Context: an optimization exercise on an open-source flow, tuned for small area and a short achievable clock period. The choices shown serve that exercise and are no tape-out recipe.
In this exercise RTL edits were held to simulation tests only and were not proved equivalent to the original.
Power figures rest on the tool's default switching activity, not on a simulated workload.

Setup of v6:
==> module imem_fetch_unit, before the edit <==
module imem_fetch_unit #(
  parameter int          DEPTH    = 64,
  parameter int          IDX_W    = 6,
  parameter logic [31:0] NOP_WORD = 32'h0000_0000
) (
  input  logic             clk,
  input  logic             rst_n,
  input  logic             load_start,
  input  logic             load_valid,
  input  logic [31:0]      load_data,
  input  logic             load_last,
  output logic             load_ready,
  input  logic [31:0]      pc_in,
  output logic [31:0]      instr,
  output logic             instr_valid,
  output logic             fetch_err,
  output logic             fetch_stall,
  output logic [IDX_W:0]   load_count
);
  logic st_load;
  logic st_run;
  logic stall;
  logic [DEPTH-1:0][31:0] mem;
  logic             accept;
  logic             fetch;
  logic             pc_ok;
  logic [DEPTH-1:0] dec;
  logic             hit;
  assign load_ready  = st_load && !load_start;
  assign accept      = load_valid && load_ready;
  assign st_run      = !stall;
  assign fetch_stall = stall;
  assign fetch       = st_run && !load_start;
  assign pc_ok = (pc_in[1:0] == 2'b00) && (pc_in[31:IDX_W+2] == '0);
  logic [2:0][3:0]  pdec;
  logic [DEPTH-1:0] dec_n;
  for (genvar g = 0; g < 3; g++) begin : g_pdec
    imem_pdec2 u_pdec (.a(pc_in[2*g+3:2*g+2]), .y(pdec[g]));
  end
  for (genvar i = 0; i < DEPTH; i++) begin : g_dec
    imem_nand3 u_nand (.a(pdec[0][i%4]), .b(pdec[1][(i/4)%4]), .c(pdec[2][i/16]), .y(dec_n[i]));
    imem_inv   u_inv  (.a(dec_n[i]), .y(dec[i]));
  end
  assign hit = pc_ok && ({1'b0, pc_in[IDX_W+1:2]} < load_count);
  localparam int N3 = DEPTH / 3;
  logic        miss_n;
  logic [31:0] instr_nx;
  assign miss_n = !(fetch && hit);
  for (genvar b = 0; b < 32; b++) begin : g_bit
    logic [N3:0] l1;
    logic [5:0]  l2;
    logic [2:0]  l3;
    for (genvar k = 0; k < N3; k++) begin : g_l1
      imem_aoi222 u_aoi (
        .a0(dec[3*k]),   .b0(mem[3*k][b]),
        .a1(dec[3*k+1]), .b1(mem[3*k+1][b]),
        .a2(dec[3*k+2]), .b2(mem[3*k+2][b]),
        .y (l1[k])
      );
    end
    imem_nand2 u_l1x (.a(dec[DEPTH-1]), .b(mem[DEPTH-1][b]), .y(l1[N3]));
    for (genvar k = 0; k < 5; k++) begin : g_l2
      imem_nand4 u_nand (.a(l1[4*k]), .b(l1[4*k+1]), .c(l1[4*k+2]), .d(l1[4*k+3]), .y(l2[k]));
    end
    imem_nand2 u_l2x (.a(l1[20]), .b(l1[21]), .y(l2[5]));
    for (genvar k = 0; k < 3; k++) begin : g_l3
      imem_nor2 u_nor (.a(l2[2*k]), .b(l2[2*k+1]), .y(l3[k]));
    end
    imem_aoi31 u_l4 (.a0(l3[0]), .a1(l3[1]), .a2(l3[2]), .b(miss_n), .y(instr_nx[b]));
  end
  always_ff @(posedge clk or negedge rst_n) begin
    if (!rst_n) begin
      st_load <= 1'b0;
      stall   <= 1'b1;
    end else if (load_start) begin
      st_load <= 1'b1;
      stall   <= 1'b1;
    end else if (accept && (load_last || load_count == IDX_W'(DEPTH - 1))) begin
      st_load <= 1'b0;
      stall   <= 1'b0;
    end
  end
  always_ff @(posedge clk or negedge rst_n) begin
    if (!rst_n)          load_count <= '0;
    else if (load_start) load_count <= '0;
    else if (accept)     load_count <= load_count + 1'b1;
  end
  always_ff @(posedge clk or negedge rst_n) begin
    if (!rst_n) begin
      instr       <= NOP_WORD;
      instr_valid <= 1'b0;
      fetch_err   <= 1'b0;
    end else begin
      instr       <= instr_nx | ({32{miss_n}} & NOP_WORD);
      instr_valid <= fetch;
      fetch_err   <= fetch && !hit;
    end
  end
  logic             beat;
  logic [DEPTH-1:0] wsel;
  assign beat = load_valid && !load_start;
  always_comb
    for (int i = 0; i < DEPTH; i++)
      wsel[i] = st_load && load_count[IDX_W-1:0] == IDX_W'(i);
  always_ff @(posedge clk) begin
    for (int i = 0; i < DEPTH; i++)
      if (beat && wsel[i]) mem[i] <= load_data;
  end
endmodule
==> module imem_pdec2, before the edit <==
module imem_pdec2 (
  input  logic [1:0] a,
  output logic [3:0] y
);
  always_comb
    for (int j = 0; j < 4; j++)
      y[j] = a == 2'(j);
endmodule
==> module imem_nand3, before the edit <==
module imem_nand3 (
  input  logic a, b, c,
  output logic y
);
  assign y = ~(a & b & c);
endmodule
==> module imem_inv, before the edit <==
module imem_inv (
  input  logic a,
  output logic y
);
  assign y = ~a;
endmodule
==> flow/config.mk <==
export PLATFORM = sky130hd
export DESIGN_NAME = imem_fetch_unit
export DESIGN_NICKNAME = imem_fetch_unit
export VERILOG_FILES = /design/flow/design.v
export SDC_FILE = /design/flow/constraint.sdc
export NUM_CORES = 4
export LEC_CHECK = 0
export CAP_MARGIN = 20
export CORE_MARGIN = 2
export CORE_UTILIZATION = 60
export CTS_BUF_LIST = sky130_fd_sc_hd__clkbuf_8
export CTS_CLUSTER_DIAMETER = 50
export CTS_CLUSTER_SIZE = 16
export SETUP_SLACK_MARGIN = 1.5
export SLEW_MARGIN = 20
export SYNTH_HIERARCHICAL = 1
==> flow/constraint.sdc <==
create_clock -name core_clock -period 4.0 [get_ports {clk}]
set_input_delay 0.8000 -clock core_clock [delete_from_list [all_inputs] [get_ports {clk}]]
set_output_delay 0.8000 -clock core_clock [all_outputs]
set_load 0.01 [all_outputs]
standard.sh (not shown) runs the stock make flow with config.mk's settings and CLKGATE_MAP_FILE= SYNTH_SCRIPT=/design/flow/synth_recipe.tcl, a recipe that flattens the netlist after the stock synthesis.
==> flow/flow/run.sh <==
#!/bin/bash
set -euo pipefail
export BUFFER_PORTS_ARGS="-buffer_cell sky130_fd_sc_hd__buf_2"
bash standard.sh > standard.log 2>&1
The following lists how v7 was set up differently from v6:
--- a/flow/design.v
+++ b/flow/design.v
@@ -33,13 +33,7 @@
   assign fetch       = st_run && !load_start;
   assign pc_ok = (pc_in[1:0] == 2'b00) && (pc_in[31:IDX_W+2] == '0);
-  logic [2:0][3:0]  pdec;
-  logic [DEPTH-1:0] dec_n;
-  for (genvar g = 0; g < 3; g++) begin : g_pdec
-    imem_pdec2 u_pdec (.a(pc_in[2*g+3:2*g+2]), .y(pdec[g]));
-  end
-  for (genvar i = 0; i < DEPTH; i++) begin : g_dec
-    imem_nand3 u_nand (.a(pdec[0][i%4]), .b(pdec[1][(i/4)%4]), .c(pdec[2][i/16]), .y(dec_n[i]));
-    imem_inv   u_inv  (.a(dec_n[i]), .y(dec[i]));
-  end
+  always_comb
+    for (int i = 0; i < DEPTH; i++)
+      dec[i] = pc_in[IDX_W+1:2] == IDX_W'(i);
   assign hit = pc_ok && ({1'b0, pc_in[IDX_W+1:2]} < load_count);
   localparam int N3 = DEPTH / 3;
@@ -138,22 +132,2 @@
   assign y = ~((a0 & a1 & a2) | b);
 endmodule
-module imem_pdec2 (
-  input  logic [1:0] a,
-  output logic [3:0] y
-);
-  always_comb
-    for (int j = 0; j < 4; j++)
-      y[j] = a == 2'(j);
-endmodule
-module imem_nand3 (
-  input  logic a, b, c,
-  output logic y
-);
-  assign y = ~(a & b & c);
-endmodule
-module imem_inv (
-  input  logic a,
-  output logic y
-);
-  assign y = ~a;
-endmodule
==> notes.md <==
- Clock power of v7 is on par with v6.
- Diff v6 -> v7 | number of buffers added by the clock tree synthesis step | up by a few percent
- Compared v7 vs v6, and number of non-clock inverters is down in v7.
- Compared with v6, in v7 headroom to the max-slew limit picked up an extra 1.9 points, global-route usage lost 0.46 points, die area lost about 0.34%.

## static timing again, ports no longer ideal
The flow's constraints put no driver on any port. The routed layouts listed below were extracted and timed again, unchanged, in two steps.
Step 1, drivers: a clkbuf_16 drives clk and a buf_2 each remaining input, both assumed.
Step 2, shift: input delay + t, output delay - t, t = (earliest + latest rising clock arrival at the registers) / 2. This alone moves slack from input paths to output paths.
Three values: ideal ports, drivers, drivers and shift; two values: the first two.
run	t, ns	setup slack, ns	clock arrival spread, ns	slew at the worst register clock pin (ns)
v6	0.994	1.391 / 1.382 / 0.387	0.051 / 0.051	0.11 / 0.11
v7	1.006	1.353 / 1.310 / 0.304	0.042 / 0.042	0.11 / 0.11
After both steps every run listed still meets setup and hold. The setup slack of v7, which loses most, moves by -0.043 ns with the drivers and by -1.049 ns with both steps.
